From an optimization exercise on the open Yosys and OpenROAD flow, aimed at small area, a short achievable clock period and few clock cycles per item; shortcuts taken in it are not production practice.
The RTL was checked by simulation tests, not by an equivalence proof against the original design.

// wtm32
module wtm32 (
  input  wire logic        clk,
  input  wire logic        arst_n,
  input  wire logic        in_valid,
  input  wire logic [31:0] in_a,
  input  wire logic [31:0] in_b,
  output logic             in_ready,
  output logic             out_valid,
  output logic [63:0]      out_product,
  input  wire logic        credit_ret
);
Size in the first run: about 2600 cells after synthesis, roughly 130 I/O pins, ~29000 um^2 of cells after synthesis.
==> flow/config.mk <==
export PLATFORM = sky130hd
export DESIGN_NAME = wtm32
export DESIGN_NICKNAME = wtm32
export VERILOG_FILES = /design/flow/design.v
export SDC_FILE = /design/flow/constraint.sdc
export NUM_CORES = 4
export LEC_CHECK = 0
export CAP_MARGIN = 20
export CORE_MARGIN = 2
export CORE_UTILIZATION = 55
export CTS_CLUSTER_DIAMETER = 80
export CTS_CLUSTER_SIZE = 35
export SETUP_SLACK_MARGIN = 4.5
export SLEW_MARGIN = 20
export SYNTH_HIERARCHICAL = 1
==> flow/constraint.sdc <==
create_clock -name core_clock -period 8.0 [get_ports {clk}]
set_input_delay 1.6000 -clock core_clock [delete_from_list [all_inputs] [get_ports {clk}]]
set_output_delay 1.6000 -clock core_clock [all_outputs]
set_load 0.01 [all_outputs]
standard.sh (not shown) runs the stock make flow with config.mk's settings and CLKGATE_MAP_FILE= SYNTH_SCRIPT=/design/flow/synth_recipe.tcl, a recipe that flattens the netlist after the stock synthesis.
==> flow/flow/run.sh <==
#!/bin/bash
# Own flow: the standard synthesis, then every combinational cell that
# synthesis sized above drive 1 is set back to drive 1 (hierarchical
# synthesis sizes each leaf module alone, without its real load), then
# the standard layout from floorplan to finish.  Timing repair in the
# layout steps upsizes again where a path needs it.  Every port still gets
# its own buffer, but a buf_1 rather than the default clkdlybuf4s50_1.
set -euo pipefail
bash standard.sh synth > synth_std.log 2>&1
R=orfs/results/${FLOW_PLATFORM}/wtm32/base
python3 flow/downsize.py "$R/1_2_yosys.v" > downsize.log 2>&1
rm -f "$R/1_synth.odb" "$R/1_synth.sdc"
export BUFFER_PORTS_ARGS="-buffer_cell sky130_fd_sc_hd__buf_1"
bash standard.sh > layout_std.log 2>&1
==> flow/flow/downsize.py <==
#!/usr/bin/env python3
"""Set combinational cells of a sky130hd netlist to drive strength 1.
Flip-flops, latches, buffers, clock cells and tie cells are left alone."""
import re, sys
path = sys.argv[1]
src = open(path).read()
KEEP = ('df', 'dl', 'sdf', 'edf', 'buf', 'clk', 'conb', 'tap', 'fill', 'decap', 'diode', 'dly', 'ha_', 'fa_')
import os
lib = os.path.join(os.environ.get('FLOW_HOME', '/OpenROAD-flow-scripts/flow'),
                   'platforms/sky130hd/lib/sky130_fd_sc_hd__tt_025C_1v80.lib')
cells = set(re.findall(r'cell \("sky130_fd_sc_hd__(\w+)"\)', open(lib).read()))
count = {}
def repl(m):
    base, size = m.group(1), m.group(2)
    name = base + '_' + size
    if size in ('0', '1') or name.startswith(KEEP) or (base + '_1') not in cells:
        return m.group(0)
    count[name] = count.get(name, 0) + 1
    return 'sky130_fd_sc_hd__' + base + '_1 '
out = re.sub(r'\bsky130_fd_sc_hd__([a-z0-9]+(?:_[a-z0-9]+)*?)_(\d+)\s', repl, src)
open(path, 'w').write(out)
for k, v in sorted(count.items()):
    print(k, '->', k.rsplit('_', 1)[0] + '_1', v)
Testbench counts at the start, summed over its fixed seeds: cycles 3,224, items 3,200.
Next try:
CORE_UTILIZATION = 40   (was 55)
What happened:
- The changed run passed the timing, DRC and antenna checks
- routed wire length increases by a few percent
- setup slack gets worse by 0.024 ns
- design area rose slightly
- sequential share of layout area decreases by 0.35 points
- die area climbs by well over a third
- non-clock buffer count increases by 4
- global-route usage goes down by 10 points
- flip-flop and latch count is unchanged
- cell count goes up by a little under a tenth
Next try:
CORE_UTILIZATION = 68   (was 40)
CTS_CLUSTER_DIAMETER = unset   (was 80)
CTS_CLUSTER_SIZE = unset   (was 35)
=>
- The new run went through all stages and came out clean
- global-route usage went up by 18 points
- die area shrinks by well over a third
- sequential share of layout area goes up by 0.35 points
- wire length is lower by a little under a tenth
Next try:
CORE_UTILIZATION = 40   (was 68)
SETUP_SLACK_MARGIN = 4.8   (was 4.5)
TNS_END_PERCENT = 0   (was unset)
The new run finished with timing, DRC and antenna clean; area after synthesis is unchanged; worst setup slack improves by 0.14 ns; design area came out higher by roughly a tenth.


Setup of run A:
wtm32, a different RTL version from the one above (not shown whole).
Size in the first run: ~3500 cells after synthesis, roughly 390 flip-flops.
// wtm32
module wtm32 (
  input  wire logic        clk,
  input  wire logic        arst_n,
  input  wire logic        in_valid,
  input  wire logic [31:0] in_a,
  input  wire logic [31:0] in_b,
  output logic             in_ready,
  output logic             out_valid,
  output logic [63:0]      out_product,
  input  wire logic        credit_ret
);
clock: 8.0 ns
lec_check: 0
abc_clock_period_in_ps: 3500
cap_margin: 20
core_margin: 2
core_utilization: 40
setup_slack_margin: 4.5
slew_margin: 20
run.sh (not shown) runs the stock make flow with config.mk's settings and CLKGATE_MAP_FILE= SYNTH_SCRIPT=/design/flow/synth_recipe.tcl, a recipe that flattens the netlist after the stock synthesis.
Stock flow here: none of the scripts above is used.
Testbench counts of run A, summed over its fixed seeds: cycles 3,224, items 3,200.
## Diff of input files: run B against run A
Settings: clearing SETUP_SLACK_MARGIN, which used to be 4.5; clearing ABC_CLOCK_PERIOD_IN_PS, which used to be 3500.
Against run A, run B comes in 0.74 ns higher on final critical-path required period. The later-pin clock latency in the skew report number comes out higher for run B vs run A. Delta (run B minus run A): starting DRC count in detailed routing shrank by about 0.8%. Side by side, share of the clock period used by the worst path after layout turned out higher in run B than in run A.
Relative to run B, the following input files were edited for run C:
Settings: an added SETUP_SLACK_MARGIN of 4.5; an added ABC_CLOCK_PERIOD_IN_PS of 1500.
## What came out
Every stage of the flow completed for run C, and the final layout passed the timing, DRC and antenna checks.
Looking at number of antenna violations at the first check in global routing, run C sits 2 higher than run B does.
As far as aggregate global routing overflow goes, run C and run B are indistinguishable; the numbers are identical.
Looking at run C and run B, the detailed placer's ending HPWL is a wash.
Number of CTS-inserted buffers is lower on run C


Setup of v41:
wtm32, a different RTL version from the one above (not shown whole).
Size in the first run: ~2900 cells after synthesis, roughly 390 flip-flops, about 130 I/O pins.
clock: 8.0 ns
lec_check: 0
cap_margin: 20
core_margin: 2
core_utilization: 40
setup_slack_margin: 4.8
slew_margin: 20
synth_hierarchical: 1
Looking at the reports, v41 completed the entire flow and the layout it produced met the timing, DRC and antenna checks.
Testbench counts of v41, summed over its fixed seeds: cycles 3,224, items 3,200.
For v13, these inputs were changed with respect to v41:
==> flow/flow/run.sh (new file) <==
#!/bin/bash
# Own flow: the standard synthesis, then every combinational cell that
# synthesis sized above drive 1 is set back to drive 1 (hierarchical
# synthesis sizes each leaf module alone, without its real load), then
# the standard layout from floorplan to finish.  Timing repair in the
# layout steps upsizes again where a path needs it.
set -euo pipefail
bash standard.sh synth > synth_std.log 2>&1
R=orfs/results/${FLOW_PLATFORM}/wtm32/base
python3 flow/downsize.py "$R/1_2_yosys.v" > downsize.log 2>&1
rm -f "$R/1_synth.odb" "$R/1_synth.sdc"
bash standard.sh > layout_std.log 2>&1
==> flow/flow/downsize.py (new file) <==
#!/usr/bin/env python3
"""Set combinational cells of a sky130hd netlist to drive strength 1.
Flip-flops, latches, buffers, clock cells and tie cells are left alone."""
import re, sys
path = sys.argv[1]
src = open(path).read()
KEEP = ('df', 'dl', 'sdf', 'edf', 'buf', 'clk', 'conb', 'tap', 'fill', 'decap', 'diode', 'dly', 'ha_', 'fa_')
import os
lib = os.path.join(os.environ.get('FLOW_HOME', '/OpenROAD-flow-scripts/flow'),
                   'platforms/sky130hd/lib/sky130_fd_sc_hd__tt_025C_1v80.lib')
cells = set(re.findall(r'cell \("sky130_fd_sc_hd__(\w+)"\)', open(lib).read()))
count = {}
def repl(m):
    base, size = m.group(1), m.group(2)
    name = base + '_' + size
    if size in ('0', '1') or name.startswith(KEEP) or (base + '_1') not in cells:
        return m.group(0)
    count[name] = count.get(name, 0) + 1
    return 'sky130_fd_sc_hd__' + base + '_1 '
out = re.sub(r'\bsky130_fd_sc_hd__([a-z0-9]+(?:_[a-z0-9]+)*?)_(\d+)\s', repl, src)
open(path, 'w').write(out)
for k, v in sorted(count.items()):
    print(k, '->', k.rsplit('_', 1)[0] + '_1', v)
==> flow/standard.sh (new file) <==
#!/bin/bash
# synth_recipe.tcl (not shown) runs the flow's synth.tcl, then flattens the netlist and writes it again
# the make line also repeats each setting of config.mk as NAME=value (left out here)
make -C /OpenROAD-flow-scripts/flow DESIGN_CONFIG=/design/flow/config.mk WORK_HOME=/design/flow/orfs CLKGATE_MAP_FILE= SYNTH_SCRIPT=/design/flow/synth_recipe.tcl "${@:-finish}"
removed: flow/run.sh
--- outcome ---
- For v13 and v41, there was not a single run that failed to finish clean.
- v13 ended up with met4 as its uppermost signal routing layer after detailed routing; v41 ended up with met5.
- Relative max-transition margin sits lower in v13 than in v41.
- For number of diodes added for antenna fixing, v13 and v41 come out practically identical.
[inputs] v53 vs v13
Settings: SETUP_SLACK_MARGIN removed (was 4.8).
==> flow/run.sh (new file) <==
#!/bin/bash
# synth_recipe.tcl (not shown) runs the flow's synth.tcl, then flattens the netlist and writes it again
# the make line also repeats each setting of config.mk as NAME=value (left out here)
make -C /OpenROAD-flow-scripts/flow DESIGN_CONFIG=/design/flow/config.mk WORK_HOME=/design/flow/orfs CLKGATE_MAP_FILE= SYNTH_SCRIPT=/design/flow/synth_recipe.tcl finish
removed: flow/flow/run.sh
removed: flow/flow/downsize.py
removed: flow/standard.sh
## What came out
- NOTE: count of clock-buffer cells in the layout in v53 exceeds that of v13
- v53 ended with every stage complete and zero timing, DRC or antenna violations.
- Going from v13 to v53, number of buffers other than clock buffers in the final layout shows a reduction of 75; count of nets after finishing fell by 73; number of cells in the finished layout apart from fillers saw an increase.

## afterwards: timing with drivers on the ports
The flow's constraints put no driver on any port. The routed layouts listed below were extracted and timed again, unchanged, in two steps.
Step 1, drivers: a clkbuf_16 drives clk and a buf_2 each remaining input, both assumed.
Step 2 times the ports against the registers' clock, not the clock port: input delays grow and output delays shrink by t, the midpoint of the rising clock arrivals with the driver on.
Slacks: ideal ports / drivers / drivers and shift; pairs: ideal ports / drivers.
run | t (ns) | setup slack, ns | worst setup path at the end | clock arrival spread, ns | slew at the worst register clock pin (ns)
the first run of note 1 | 0.657 | 4.497 / 4.497 / 4.497 | register to register | 0.037 / 0.037 | 0.11 / 0.11
the second run of note 1 | 0.671 | 4.473 / 4.473 / 4.473 | register to register | 0.034 / 0.034 | 0.10 / 0.10
the third run of note 1 | 0.631 | 4.468 / 4.468 / 4.468 | register to register | 0.025 / 0.025 | 0.07 / 0.07
the fourth run of note 1 | 0.635 | 4.605 / 4.605 / 4.605 | register to register | 0.035 / 0.035 | 0.07 / 0.07
run A | 0.650 | 4.005 / 4.005 / 4.005 | register to register | 0.016 / 0.016 | 0.07 / 0.07
run B | 0.659 | 3.268 / 3.268 / 3.268 | register to register | 0.024 / 0.024 | 0.07 / 0.07
run C | 0.650 | 4.005 / 4.005 / 4.005 | register to register | 0.016 / 0.016 | 0.07 / 0.07
v41 | 0.669 | 4.835 / 4.805 / 4.770 | input to register | 0.033 / 0.033 | 0.07 / 0.07
v13 | 0.657 | 4.767 / 4.767 / 4.767 | register to register | 0.026 / 0.026 | 0.07 / 0.07
v53 | 0.663 | 4.262 / 4.262 / 4.262 | register to register | 0.028 / 0.028 | 0.06 / 0.06
After both steps setup and hold are still met in every run listed. For v41, which loses most, drivers alone change the setup slack by -0.030 ns; drivers and shift together by -0.065 ns.
